This design comes from an exercise in tuning for small area, a short achievable clock period and few clock cycles per item on the open sky130 flow, not from production work.
Function was checked by simulation only, so behaviour that the tests miss may differ from the original.

== fjord ==
==> flow/design.v (excerpt) <==
module rgb_to_yuv_encoder
#(
  parameter int NUM_GROUPS = 19200
) (
  input  logic        CLOCK_50_I,
  input  logic        reset,
  input  logic        enable,
  input  logic [15:0] SRAM_read_data,
  output logic [17:0] SRAM_address,
  output logic [15:0] SRAM_write_data,
  output logic        SRAM_we_n,
  output logic        done
);
Size in the first run: about 1500 cells after synthesis, about 240 flip-flops, roughly 55 I/O pins, roughly 15000 um^2 of cells after synthesis.
export LEC_CHECK = 0
export CAP_MARGIN = 20
export CORE_MARGIN = 2
export CORE_UTILIZATION = 40
export CTS_CLUSTER_DIAMETER = 120
export CTS_CLUSTER_SIZE = 24
export SLEW_MARGIN = 20
create_clock -name core_clock -period 12.0 [get_ports {CLOCK_50_I}]
standard.sh (not shown) runs the stock make flow with config.mk's settings and CLKGATE_MAP_FILE= SYNTH_SCRIPT=/design/flow/synth_recipe.tcl, a recipe that flattens the netlist after the stock synthesis.
==> flow/flow/run.sh <==
#!/bin/bash
# The standard layout (standard synthesis, floorplan, placement, CTS, routing) with the
# resizer's setup-repair target tightened: repair_timing aims for this much positive slack
# against the unchanged 12 ns constraint, so it sizes and buffers the critical paths.
# The SDC, clock period, I/O delays and every other setting stay the standard flow's.
set -uo pipefail
bash standard.sh SETUP_SLACK_MARGIN=8.6 finish > standard.log 2>&1
fjord has completed all stages; timing, DRC and antenna checks passed.
Testbench counts of fjord, summed over its fixed seeds: cycles 1,536,068, frames 8.
Input changes introduced in onyx (baseline for comparison: fjord):
Settings: CORE_UTILIZATION: 40 -> 65.
Findings:
- Higher area after detailed placement goes to fjord over onyx.
- onyx vs. fjord: clock-pin slew on the worst setup and hold paths level.
The following lists how xenon was set up differently from onyx:
Settings: CORE_UTILIZATION changed from 65 to 40.
diff --git a/flow/flow/run.sh b/flow/flow/run.sh
--- a/flow/flow/run.sh
+++ b/flow/flow/run.sh
@@ -7 +7 @@
-bash standard.sh SETUP_SLACK_MARGIN=8.6 finish > standard.log 2>&1
+bash standard.sh SETUP_SLACK_MARGIN=8.45 finish > standard.log 2>&1
## What came out
Number of clock buffer instances in the layout (xenon over onyx): increase, 2
A startpoint of the worst setup timing path of wd_q[4]$_DFFE_PP_ is what onyx shows, while wd_q[12]$_DFFE_PP_ belongs to xenon.
[xenon] post-synthesis to final-layout area growth fell 1.9 points relative to onyx
xenon against onyx: fill cell total of the finished layout rose by about 120%; routed wire length fell by 6.4%.
Setup changes, xenon to maple
diff --git a/flow/flow/run.sh b/flow/flow/run.sh
--- a/flow/flow/run.sh
+++ b/flow/flow/run.sh
@@ -7 +7 @@
-bash standard.sh SETUP_SLACK_MARGIN=8.45 finish > standard.log 2>&1
+bash standard.sh SETUP_SLACK_MARGIN=8.5 finish > standard.log 2>&1
Notes after the runs:
Summary of maple over xenon: smallest setup slack after layout went up.
Global-route usage of maple is on par with xenon.
Standard-cell row count across maple and xenon: no real change.
Going from xenon to maple, met3 wire length grew by more than 10%.
On global-route wire length before repair, xenon tracks maple almost exactly.
Compared with xenon, maple shows layout buffer count excluding clock buffers that has gone up by a few percent.

Another version of the RTL of rgb_to_yuv_encoder (not shown whole).
Size in the first run: about 240 flip-flops, ~55 I/O pins.
Settings: LEC_CHECK=0, CAP_MARGIN=20, CORE_MARGIN=2, CORE_UTILIZATION=40, CTS_CLUSTER_DIAMETER=120, CTS_CLUSTER_SIZE=24, SLEW_MARGIN=20, SYNTH_HIERARCHICAL=1; clock period 12.0 ns.
==> flow/flow/run.sh <==
#!/bin/bash
# The standard layout (standard synthesis, floorplan, placement, CTS, routing) with the
# resizer's setup-repair target tightened: repair_timing aims for this much positive slack
# against the unchanged 12 ns constraint, so it sizes and buffers the critical paths.
# The SDC, clock period, I/O delays and every other setting stay the standard flow's.
set -uo pipefail
bash standard.sh SETUP_SLACK_MARGIN=8.5 finish > standard.log 2>&1
The first run produced a clean layout.
Testbench counts at the start, summed over its fixed seeds: cycles 1,536,068, frames 8.
Edit:
- GPL_TIMING_DRIVEN: default -> 0
- SYNTH_HIERARCHICAL: 1 -> default
The new run went through all stages and came out clean.
Cell count stays flat.
Clock-buffer cell count shrinks by 2.
First-iteration DRC count came out lower by 15%.
Edit:
==> flow/run.sh (new file) <==
#!/bin/bash
# synth_recipe.tcl (not shown) runs the flow's synth.tcl, then flattens the netlist and writes it again
# the make line also repeats each setting of config.mk as NAME=value (left out here)
make -C /OpenROAD-flow-scripts/flow DESIGN_CONFIG=/design/flow/config.mk WORK_HOME=/design/flow/orfs CLKGATE_MAP_FILE= SYNTH_SCRIPT=/design/flow/synth_recipe.tcl finish
- GPL_TIMING_DRIVEN: 0 -> default
removed: flow/flow/run.sh
removed: flow/standard.sh
What happened:
- utilization went down by 1.7 points
- non-clock buffer count went down by 48
- worst hold slack improves by 0.0094 ns
- synthesized area is unchanged
- cell count went down by 2.3%
- first-iteration DRC count went up by 1.3%
- global-route usage went down by 0.51 points
- cell area went down by 3.6%
- worst setup slack degrades by 0.33 ns
Edit:
==> flow/flow/run.sh (new file) <==
#!/bin/bash
# The standard layout (standard synthesis, floorplan, placement, CTS, routing) with the
# resizer's setup-repair target tightened: repair_timing aims for this much positive slack
# against the unchanged 12 ns constraint, so it sizes and buffers the critical paths.
# The SDC, clock period, I/O delays and every other setting stay the standard flow's.
set -uo pipefail
bash standard.sh SETUP_SLACK_MARGIN=8.5 finish > standard.log 2>&1
==> flow/standard.sh (new file) <==
#!/bin/bash
# synth_recipe.tcl (not shown) runs the flow's synth.tcl, then flattens the netlist and writes it again
# the make line also repeats each setting of config.mk as NAME=value (left out here)
make -C /OpenROAD-flow-scripts/flow DESIGN_CONFIG=/design/flow/config.mk WORK_HOME=/design/flow/orfs CLKGATE_MAP_FILE= SYNTH_SCRIPT=/design/flow/synth_recipe.tcl "${@:-finish}"
- CTS_CLUSTER_DIAMETER: 120 -> 90
- CTS_CLUSTER_SIZE: 24 -> 18
removed: flow/run.sh
Result: Register-to-register slack improved by 0.37 ns; non-clock buffer count went down by 1; utilization goes up by 0.51 points; clock-buffer cell count came out higher by 6; die area stays the same; design area climbs by 1.1%; first-iteration DRC count came out higher by 26%; flip-flop and latch count is unchanged; setup slack gains 0.34 ns.

Starting RTL as in the previous note.
// rgb_to_yuv_encoder
module rgb_to_yuv_encoder
#(
  parameter int NUM_GROUPS = 19200
) (
  input  logic        CLOCK_50_I,
  input  logic        reset,
  input  logic        enable,
  input  logic [15:0] SRAM_read_data,
  output logic [17:0] SRAM_address,
  output logic [15:0] SRAM_write_data,
  output logic        SRAM_we_n,
  output logic        done
);
Settings: LEC_CHECK=0, CAP_MARGIN=20, CORE_MARGIN=2, CORE_UTILIZATION=40, CTS_BUF_LIST=sky130_fd_sc_hd__clkbuf_16 sky130_fd_sc_hd__clkbuf_8, CTS_CLUSTER_DIAMETER=120, CTS_CLUSTER_SIZE=24, SLEW_MARGIN=20; clock period 12.0 ns.
==> flow/flow/run.sh <==
#!/bin/bash
# The standard layout (standard synthesis, floorplan, placement, CTS, routing) with the
# resizer's setup-repair target tightened: repair_timing aims for this much positive slack
# against the unchanged 12 ns constraint, so it sizes and buffers the critical paths.
# The SDC, clock period, I/O delays and every other setting stay the standard flow's.
set -uo pipefail
bash standard.sh SETUP_SLACK_MARGIN=8.5 finish > standard.log 2>&1
The first run produced a clean layout.
Testbench counts at the start, summed over its fixed seeds: cycles 1,536,068, frames 8.
Next try:
CORE_UTILIZATION = 32   (was 40)
CTS_BUF_LIST = unset   (was sky130_fd_sc_hd__clkbuf_16 sky130_fd_sc_hd__clkbuf_8)
Outcome: Hold slack gets better by 16 ps; clock-buffer cell count rose by 6; setup slack degrades by 5.1 ps.
Next try:
--- a/flow/flow/run.sh
+++ b/flow/flow/run.sh
@@ -6,2 +6,2 @@
 set -uo pipefail
-bash standard.sh SETUP_SLACK_MARGIN=8.5 finish > standard.log 2>&1
+bash standard.sh SETUP_SLACK_MARGIN=8.55 finish > standard.log 2>&1
CORE_UTILIZATION = 40   (was 32)
The new run finished with timing, DRC and antenna clean.
Via count is higher by 0.66%.
Clock-buffer cell count drops by 4.
Synthesized cell count is unchanged.
Die area came out lower by 20%.
Critical path depth is unchanged.
Final cell count shrinks by about 5%.
Wire length hardly moves.
Cell area shrinks by 1.0%.
Maximum frequency barely changes.
Next try:
--- a/flow/flow/run.sh
+++ b/flow/flow/run.sh
@@ -6,2 +6,2 @@
 set -uo pipefail
-bash standard.sh SETUP_SLACK_MARGIN=8.55 finish > standard.log 2>&1
+bash standard.sh SETUP_SLACK_MARGIN=8.5 finish > standard.log 2>&1
CORE_UTILIZATION = 48   (was 40)
What happened:
- non-clock buffer count rose by 2
- die area is lower by 16%
- setup slack gets better by 4.1 ps

Setup of alpha:
Starting RTL as in the previous note.
==> flow/config.mk <==
export PLATFORM = sky130hd
export DESIGN_NAME = rgb_to_yuv_encoder
export DESIGN_NICKNAME = rgb_to_yuv_encoder
export VERILOG_FILES = /design/flow/design.v
export SDC_FILE = /design/flow/constraint.sdc
export NUM_CORES = 4
export LEC_CHECK = 0
export CAP_MARGIN = 20
export CORE_MARGIN = 2
export CORE_UTILIZATION = 40
export CTS_CLUSTER_DIAMETER = 140
export CTS_CLUSTER_SIZE = 28
export SLEW_MARGIN = 20
==> flow/constraint.sdc <==
create_clock -name core_clock -period 12.0 [get_ports {CLOCK_50_I}]
set_input_delay 2.4000 -clock core_clock [delete_from_list [all_inputs] [get_ports {CLOCK_50_I}]]
set_output_delay 2.4000 -clock core_clock [all_outputs]
set_load 0.01 [all_outputs]
==> flow/flow/run.sh <==
#!/bin/bash
# The standard layout (standard synthesis, floorplan, placement, CTS, routing) with the
# resizer's setup-repair target tightened: repair_timing aims for this much positive slack
# against the unchanged 12 ns constraint, so it sizes and buffers the critical paths.
# The SDC, clock period, I/O delays and every other setting stay the standard flow's.
set -uo pipefail
bash standard.sh SETUP_SLACK_MARGIN=8.5 finish > standard.log 2>&1
alpha: all stages complete, timing, DRC and antenna checks passed
Testbench counts of alpha, summed over its fixed seeds: cycles 1,536,068, frames 8.
The inputs of beta differ from those of alpha as listed below.
diff --git a/flow/config.mk b/flow/config.mk
--- a/flow/config.mk
+++ b/flow/config.mk
@@ -10,4 +10,4 @@
 export CORE_UTILIZATION = 40
-export CTS_CLUSTER_DIAMETER = 140
-export CTS_CLUSTER_SIZE = 28
+export CTS_CLUSTER_DIAMETER = 120
+export CTS_CLUSTER_SIZE = 24
 export SLEW_MARGIN = 20
Notes after the runs:
beta finished end to end and its layout was clean on timing, DRC and antenna.
beta vs. alpha: worst endpoint data arrival time level; count of clock-buffer cells in the layout moved up; critical path depth level; vias after detailed routing level; tightest slew margin relative to the limit moved up.
From alpha to beta the numbers moved as follows: routed wire length saw an increase, worst stage delay on the critical path saw an increase.
Design area: alpha vs beta, no meaningful difference
The proportion of cell area occupied by registers was comparable across beta and alpha.

port drivers added, routing unchanged:
The flow's constraints put no driver on any port. The routed layouts listed below were extracted and timed again, unchanged, in two steps. Step 1: set_driving_cell puts a clkbuf_16 on CLOCK_50_I and a buf_2 on each other input, an assumption about the parent block. Step 2, shift: input delay + t, output delay - t, t = (earliest + latest rising clock arrival at the registers) / 2. This alone moves slack from input paths to output paths. a / b / c = no drivers / after step 1 / after step 2; a / b = the first two.
run | shift t [ns] | slack for setup (ns) | slew at the worst register clock pin (ns) | worst data-port slew with drivers (ns)
fjord | 0.541 | 8.497 / 8.443 / 8.486 | 0.11 / 0.11 | 0.03
onyx | 0.520 | 8.507 / 8.459 / 8.493 | 0.10 / 0.10 | 0.05
xenon | 0.520 | 8.505 / 8.456 / 8.510 | 0.10 / 0.10 | 0.04
maple | 0.520 | 8.516 / 8.466 / 8.507 | 0.10 / 0.10 | 0.04
the first run of note 2 | 0.544 | 8.542 / 8.491 / 8.472 | 0.10 / 0.10 | 0.04
the second run of note 2 | 0.534 | 8.538 / 8.489 / 8.400 | 0.10 / 0.10 | 0.04
the third run of note 2 | 0.542 | 8.208 / 8.155 / 8.254 | 0.10 / 0.10 | 0.03
the fourth run of note 2 | 0.542 | 8.544 / 8.493 / 8.496 | 0.08 / 0.08 | 0.03
the first run of note 3 | 0.535 | 8.539 / 8.492 / 8.496 | 0.11 / 0.11 | 0.03
the second run of note 3 | 0.540 | 8.534 / 8.480 / 8.476 | 0.10 / 0.10 | 0.03
the third run of note 3 | 0.536 | 8.536 / 8.488 / 8.494 | 0.10 / 0.10 | 0.03
the fourth run of note 3 | 0.533 | 8.540 / 8.493 / 8.513 | 0.10 / 0.10 | 0.03
alpha | 0.536 | 8.546 / 8.494 / 8.483 | 0.12 / 0.12 | 0.03
beta | 0.534 | 8.539 / 8.492 / 8.496 | 0.11 / 0.11 | 0.03
After both steps every run listed still meets setup and hold. For the second run of note 2, which loses most, drivers alone change the setup slack by -0.049 ns; drivers and shift together by -0.138 ns.
